Source: an optimization exercise on an open RTL-to-GDS flow (aim: small area, a short achievable clock period and few clock cycles). Production flows keep margins and buffers that such runs may drop. Where RTL was checked, it was by simulation tests only, not by an equivalence proof against the original. Power figures rest on the tool's default switching activity, not on a simulated workload.

Design pcap_stream_deframer_core, start of the top module:
module pcap_stream_deframer_core
#(
    parameter int unsigned OUT_DEPTH = psdf_pkg::OUT_DEPTH_DEFAULT
)
(
    input  logic             clk,
    input  logic             rst_n,
    input  logic             s_tvalid,
    output logic             s_tready,
    input  logic [7:0]       s_tdata,    
    input  logic             s_tuser,    
    input  logic             s_tlast,    
    output logic             m_tvalid,
    input  logic             m_tready,
    output logic [159:0]     m_tdata,
    output logic [2:0]       m_tuser,    
    output logic             m_tlast,    
    input  logic             cfg_valid,
    output logic             cfg_ready,
    input  logic [psdf_pkg::CAP_W-1:0] cfg_data    
);
Settings: LEC_CHECK=0, CAP_MARGIN=20, CORE_MARGIN=2, CORE_UTILIZATION=40, SETUP_SLACK_MARGIN=3.2, SLEW_MARGIN=20, TNS_END_PERCENT=100; clock period 5.5 ns.
standard.sh (not shown) runs the stock make flow with config.mk's settings and CLKGATE_MAP_FILE= SYNTH_SCRIPT=/design/flow/synth_recipe.tcl, a recipe that flattens the netlist after the stock synthesis.
==> flow/flow/run.sh <==
#!/bin/bash
# The standard layout (standard.sh: the standard flow's synthesis and ORFS flow, with
# config.mk's settings), with one change: the port buffers that ORFS puts
# on every input and output are buf_2 cells instead of the cell buffer_ports
# picks by itself.
set -euo pipefail
export BUFFER_PORTS_ARGS="-buffer_cell sky130_fd_sc_hd__buf_2"
bash standard.sh > standard_flow.log 2>&1
The first run went through all stages and came out clean.
Testbench counts at the start, summed over its fixed seeds: cycles 241,439.
Rerun with:
Settings changed: CORE_UTILIZATION 40 to 60.
What happened:
- cell count went down by a little under a tenth
- setup slack degrades by 0.016 ns
- core utilization went up by 25 points
- routed wire length went down slightly

* * *

The RTL this note starts from:
==> flow/design.v <==
package psdf_pkg;
    localparam int unsigned CAP_W             = 19;
    localparam int unsigned OUT_DEPTH_DEFAULT = 1;
    localparam logic [CAP_W-1:0] MAX_CAP_RESET = 19'd65535;
endpackage
module pcap_stream_deframer_core
#(
    parameter int unsigned OUT_DEPTH = psdf_pkg::OUT_DEPTH_DEFAULT
)
(
    input  logic             clk,
    input  logic             rst_n,
    input  logic             s_tvalid,
    output logic             s_tready,
    input  logic [7:0]       s_tdata,    
    input  logic             s_tuser,    
    input  logic             s_tlast,    
    output logic             m_tvalid,
    input  logic             m_tready,
    output logic [159:0]     m_tdata,
    output logic [2:0]       m_tuser,    
    output logic             m_tlast,    
    input  logic             cfg_valid,
    output logic             cfg_ready,
    input  logic [psdf_pkg::CAP_W-1:0] cfg_data    
);
    localparam logic [1:0] PH_FILE = 2'd0;
    localparam logic [1:0] PH_REC  = 2'd1;
    localparam logic [1:0] PH_DATA = 2'd2;
    localparam logic [1:0] PH_STOP = 2'd3;
    logic        in_v, sk_v, rdy;
    logic [7:0]  in_b, sk_b;
    logic        in_bv, sk_bv;
    logic        in_eos, sk_eos;
    logic        o_v;
    logic        o_pay;      
    logic        o_stat;     
    logic        o_hdr;      
    logic [3:0]  o_st;
    logic        o_lip;
    logic        o_loi;
    logic [1:0]  ph;
    logic [4:0]  idx;
    logic [1:0]  err;        
    logic        chk;        
    logic        nano;
    logic        gt;
    logic        hinz;
    logic        over_lim;   
    logic        rem_zero;   
    logic        rem_one;    
    logic [18:0] rem;
    logic [18:0] lim;
    logic [31:0] snap;
    logic [31:0] cnt;
    logic [95:0] sr;
    logic [7:0]  pb;
    logic acc, go, pop, bstep;
    logic hdr_clr;
    logic [7:0] hd;
    function automatic logic [3:0] hdr_pos(input int k);
        hdr_pos = (k < 8) ? 4'(k) : 4'(k + 4);
    endfunction
    assign s_tready  = rdy;
    assign cfg_ready = 1'b1;
    assign m_tvalid  = o_v;
    assign acc   = s_tvalid && rdy;
    assign go    = in_v && (!o_v || m_tready);
    assign bstep = go && in_bv;
    assign pop   = go && !(in_bv && in_eos);
    assign hdr_clr = ph != PH_REC || (!in_bv && in_eos)
                    || (in_bv && idx[3:0] == 4'd15 && (gt || over_lim));
    assign hd     = hdr_clr ? 8'd0 : in_b;
    logic        fh_ok;
    logic [1:0]  fh_code;
    logic [1:0]  err_n;
    logic [1:0]  fh_fin;
    logic        rec_last;
    logic [3:0]  rec_st;
    logic        cap_byte;
    logic        res;
    logic        res_pay;
    logic        res_stat;
    logic [3:0]  res_st;
    logic        res_lip;
    logic        res_loi;
    logic [1:0]  ph_n;
    logic [4:0]  idx_n;
    logic        cnt_inc;
    logic        snap_en;
    logic        nano_n;
    always_comb
    begin
        case (idx)
            5'd0:    fh_ok = (in_b == 8'hd4) || (in_b == 8'h4d);
            5'd1:    fh_ok = in_b == (nano ? 8'h3c : 8'hc3);
            5'd2:    fh_ok = in_b == 8'hb2;
            5'd3:    fh_ok = in_b == 8'ha1;
            5'd4:    fh_ok = in_b == 8'h02;
            5'd5:    fh_ok = in_b == 8'h00;
            5'd6:    fh_ok = in_b == 8'h04;
            5'd7:    fh_ok = in_b == 8'h00;
            5'd20:   fh_ok = in_b == 8'h01;
            5'd21:   fh_ok = in_b == 8'h00;
            5'd22:   fh_ok = in_b == 8'h00;
            5'd23:   fh_ok = in_b[1:0] == 2'b00;
            default: fh_ok = 1'b1;
        endcase
        fh_code = idx[4] ? 2'd3 : ((idx[3] || (idx[2] && idx[1:0] != 2'd0)) ? 2'd2 : 2'd1);
        err_n   = (idx != 5'd0 && err == 2'd0 && chk) ? fh_code : err;
        fh_fin  = (err != 2'd0) ? err : ((chk || in_b[1:0] != 2'b00) ? 2'd3 : 2'd0);
        rec_st   = gt ? 4'd4 : (over_lim ? 4'd5 : 4'd0);
        rec_last = idx[3:0] == 4'd15;
        cap_byte = idx[3:2] == 2'b10;
        res      = 1'b0;
        res_pay  = 1'b0;
        res_stat = 1'b1;
        res_st   = 4'd0;
        res_lip  = 1'b0;
        res_loi  = 1'b1;
        ph_n     = ph;
        idx_n    = idx;
        cnt_inc  = 1'b0;
        snap_en  = 1'b0;
        nano_n   = nano;
        if (in_bv)
        begin
            case (ph)
                PH_FILE:
                begin
                    snap_en = idx[4:2] == 3'b100;
                    if (idx == 5'd0)
                        nano_n = in_b == 8'h4d;
                    if (idx == 5'd23)
                    begin
                        idx_n  = 5'd0;
                        nano_n = nano && err != 2'd1;
                        if (fh_fin != 2'd0)
                        begin
                            res    = 1'b1;
                            res_st = {2'b00, fh_fin};
                            ph_n   = PH_STOP;
                        end
                        else
                            ph_n = PH_REC;
                    end
                    else
                        idx_n = idx + 5'd1;
                end
                PH_REC:
                begin
                    snap_en = cap_byte;
                    if (rec_last)
                    begin
                        idx_n = 5'd0;
                        res   = 1'b1;
                        if (rec_st != 4'd0)
                        begin
                            res_st = rec_st;
                            ph_n   = PH_STOP;
                        end
                        else
                        begin
                            res_stat = 1'b0;
                            res_loi  = !in_eos;
                            if (rem_zero)
                            begin
                                res_lip = 1'b1;
                                cnt_inc = 1'b1;
                            end
                            else
                                ph_n = PH_DATA;
                        end
                    end
                    else
                        idx_n = idx + 5'd1;
                end
                PH_DATA:
                begin
                    res      = 1'b1;
                    res_pay  = 1'b1;
                    res_stat = 1'b0;
                    res_loi  = !in_eos;
                    if (rem_one)
                    begin
                        res_lip = 1'b1;
                        cnt_inc = 1'b1;
                        ph_n    = PH_REC;
                    end
                end
                default:
                begin
                end
            endcase
        end
        else if (in_eos && ph != PH_STOP)
        begin
            res  = 1'b1;
            ph_n = PH_STOP;
            case (ph)
                PH_FILE:
                begin
                    res_st = 4'd6;
                    nano_n = 1'b0;
                end
                PH_REC:  res_st = (idx != 5'd0) ? 4'd7 : 4'd9;
                default: res_st = 4'd8;
            endcase
        end
    end
    always_ff @(posedge clk or negedge rst_n)
    begin
        if (!rst_n)
        begin
            in_v <= 1'b0;
            sk_v <= 1'b0;
            rdy  <= 1'b1;
            o_v  <= 1'b0;
            ph   <= PH_FILE;
            idx  <= 5'd0;
            err  <= 2'd0;
            nano <= 1'b0;
            cnt  <= 32'd0;
            lim  <= psdf_pkg::MAX_CAP_RESET;
        end
        else
        begin
            if (pop)
            begin
                in_v <= sk_v || acc;
                sk_v <= 1'b0;
                rdy  <= 1'b1;
            end
            else if (acc)
            begin
                if (in_v)
                begin
                    sk_v <= 1'b1;
                    rdy  <= 1'b0;
                end
                else
                    in_v <= 1'b1;
            end
            if (go)
                o_v <= res;
            else if (m_tready)
                o_v <= 1'b0;
            if (go)
            begin
                ph   <= ph_n;
                idx  <= idx_n;
                nano <= nano_n;
                if (ph == PH_FILE && in_bv)
                    err <= err_n;
                if (cnt_inc)
                    cnt <= cnt + 32'd1;
            end
            if (cfg_valid)
                lim <= cfg_data;
        end
    end
    always_ff @(posedge clk)
    begin
        if (pop)
        begin
            if (sk_v)
            begin
                in_b   <= sk_b;
                in_bv  <= sk_bv;
                in_eos <= sk_eos;
            end
            else
            begin
                in_b   <= s_tdata;
                in_bv  <= s_tuser;
                in_eos <= s_tlast;
            end
        end
        else
        begin
            if (go)
                in_bv <= 1'b0;
            if (acc && !in_v)
            begin
                in_b   <= s_tdata;
                in_bv  <= s_tuser;
                in_eos <= s_tlast;
            end
        end
        if (acc && in_v && !pop)
        begin
            sk_b   <= s_tdata;
            sk_bv  <= s_tuser;
            sk_eos <= s_tlast;
        end
        if (go)
        begin
            o_pay  <= res_pay;
            o_stat <= res_stat;
            o_hdr  <= !res_pay && !res_stat;
            o_st   <= res_st;
            o_lip  <= res_lip;
            o_loi  <= res_loi;
        end
        if (go)
        begin
            for (int k = 0; k < 12; k++)
                if (hdr_clr || (ph == PH_REC && in_bv && idx[3:0] == hdr_pos(k)))
                    sr[8*k +: 8] <= hd;
            pb <= (ph == PH_DATA && in_bv) ? in_b : 8'd0;
        end
        if (bstep && snap_en)
            snap <= {(ph == PH_FILE) ? in_b : snap[7:0], snap[31:8]};
        if (bstep && ph == PH_REC && cap_byte)
        begin
            gt <= (in_b > snap[7:0]) || (in_b == snap[7:0] && gt && idx[1:0] != 2'd0);
            case (idx[1:0])
                2'd0: rem[7:0]   <= in_b;
                2'd1: rem[15:8]  <= in_b;
                2'd2:
                begin
                    rem[18:16] <= in_b[2:0];
                    hinz       <= in_b[7:3] != 5'd0;
                end
                default: hinz <= hinz || (in_b != 8'd0);
            endcase
        end
        if (bstep && ph == PH_DATA)
            rem <= rem - 19'd1;
        if (bstep && ph == PH_FILE)
            chk <= !fh_ok;
        rem_one <= (bstep && ph == PH_DATA) ? (rem == 19'd2) : (rem == 19'd1);
        over_lim <= hinz || (rem > lim);
        rem_zero <= rem == 19'd0;
    end
    assign m_tdata = {cnt, o_st, rem & {19{o_hdr}}, sr[95:64], nano, sr[63:32], sr[31:0], pb};
    assign m_tuser = {o_loi, o_stat, o_pay};
    assign m_tlast = o_lip;
endmodule
clock: 5.5 ns
lec_check: 0
cap_margin: 20
core_margin: 2
core_utilization: 40
cts_cluster_diameter: 80
cts_cluster_size: 30
setup_slack_margin: 3.2
slew_margin: 20
tns_end_percent: 100
Scripts as last shown in full above: flow/flow/run.sh
The starting point finished with timing, DRC and antenna clean.
Change:
CTS_CLUSTER_DIAMETER = 70   (was 80)
CTS_CLUSTER_SIZE = 25   (was 30)
Outcome:
- The new run completed with no timing, DRC or antenna violations
- global-route usage rose by 0.11 points
- clock power increases by about 10%
- count of clock-buffer cells in the layout rises by 4
- combinational power hardly moves
- power is higher by 4.5%
No functional check of the RTL was part of any run of this note.

separate check: timing with driven ports:
In the flow no input, the clock included, has a driving cell. The finished layouts below were timed again as built, in two steps.
Step 1: set_driving_cell puts a clkbuf_16 on clk and a buf_2 on each other input, an assumption about the parent block.
Step 2, shift: input delay + t, output delay - t, t = (earliest + latest rising clock arrival at the registers) / 2. This alone moves slack from input paths to output paths.
Three values: no drivers, after step 1, after step 2; two values: the first two.
| run | shift t [ns] | setup WS [ns] | hold WS [ns] |
|---|---|---|---|
| the first run of note 1 | 0.584 | 3.234 / 3.183 / 2.710 | 0.415 / 0.415 / 0.415 |
| the second run of note 1 | 0.571 | 3.218 / 3.173 / 2.735 | 0.418 / 0.418 / 0.418 |
| the first run of note 2 | 0.538 | 2.984 / 2.942 / 2.777 | 0.379 / 0.379 / 0.379 |
| the second run of note 2 | 0.540 | 3.003 / 2.958 / 2.790 | 0.424 / 0.424 / 0.424 |
After both steps setup and hold are still met in every run listed. For the first run of note 1, which loses most, drivers alone change the setup slack by -0.051 ns; drivers and shift together by -0.524 ns.
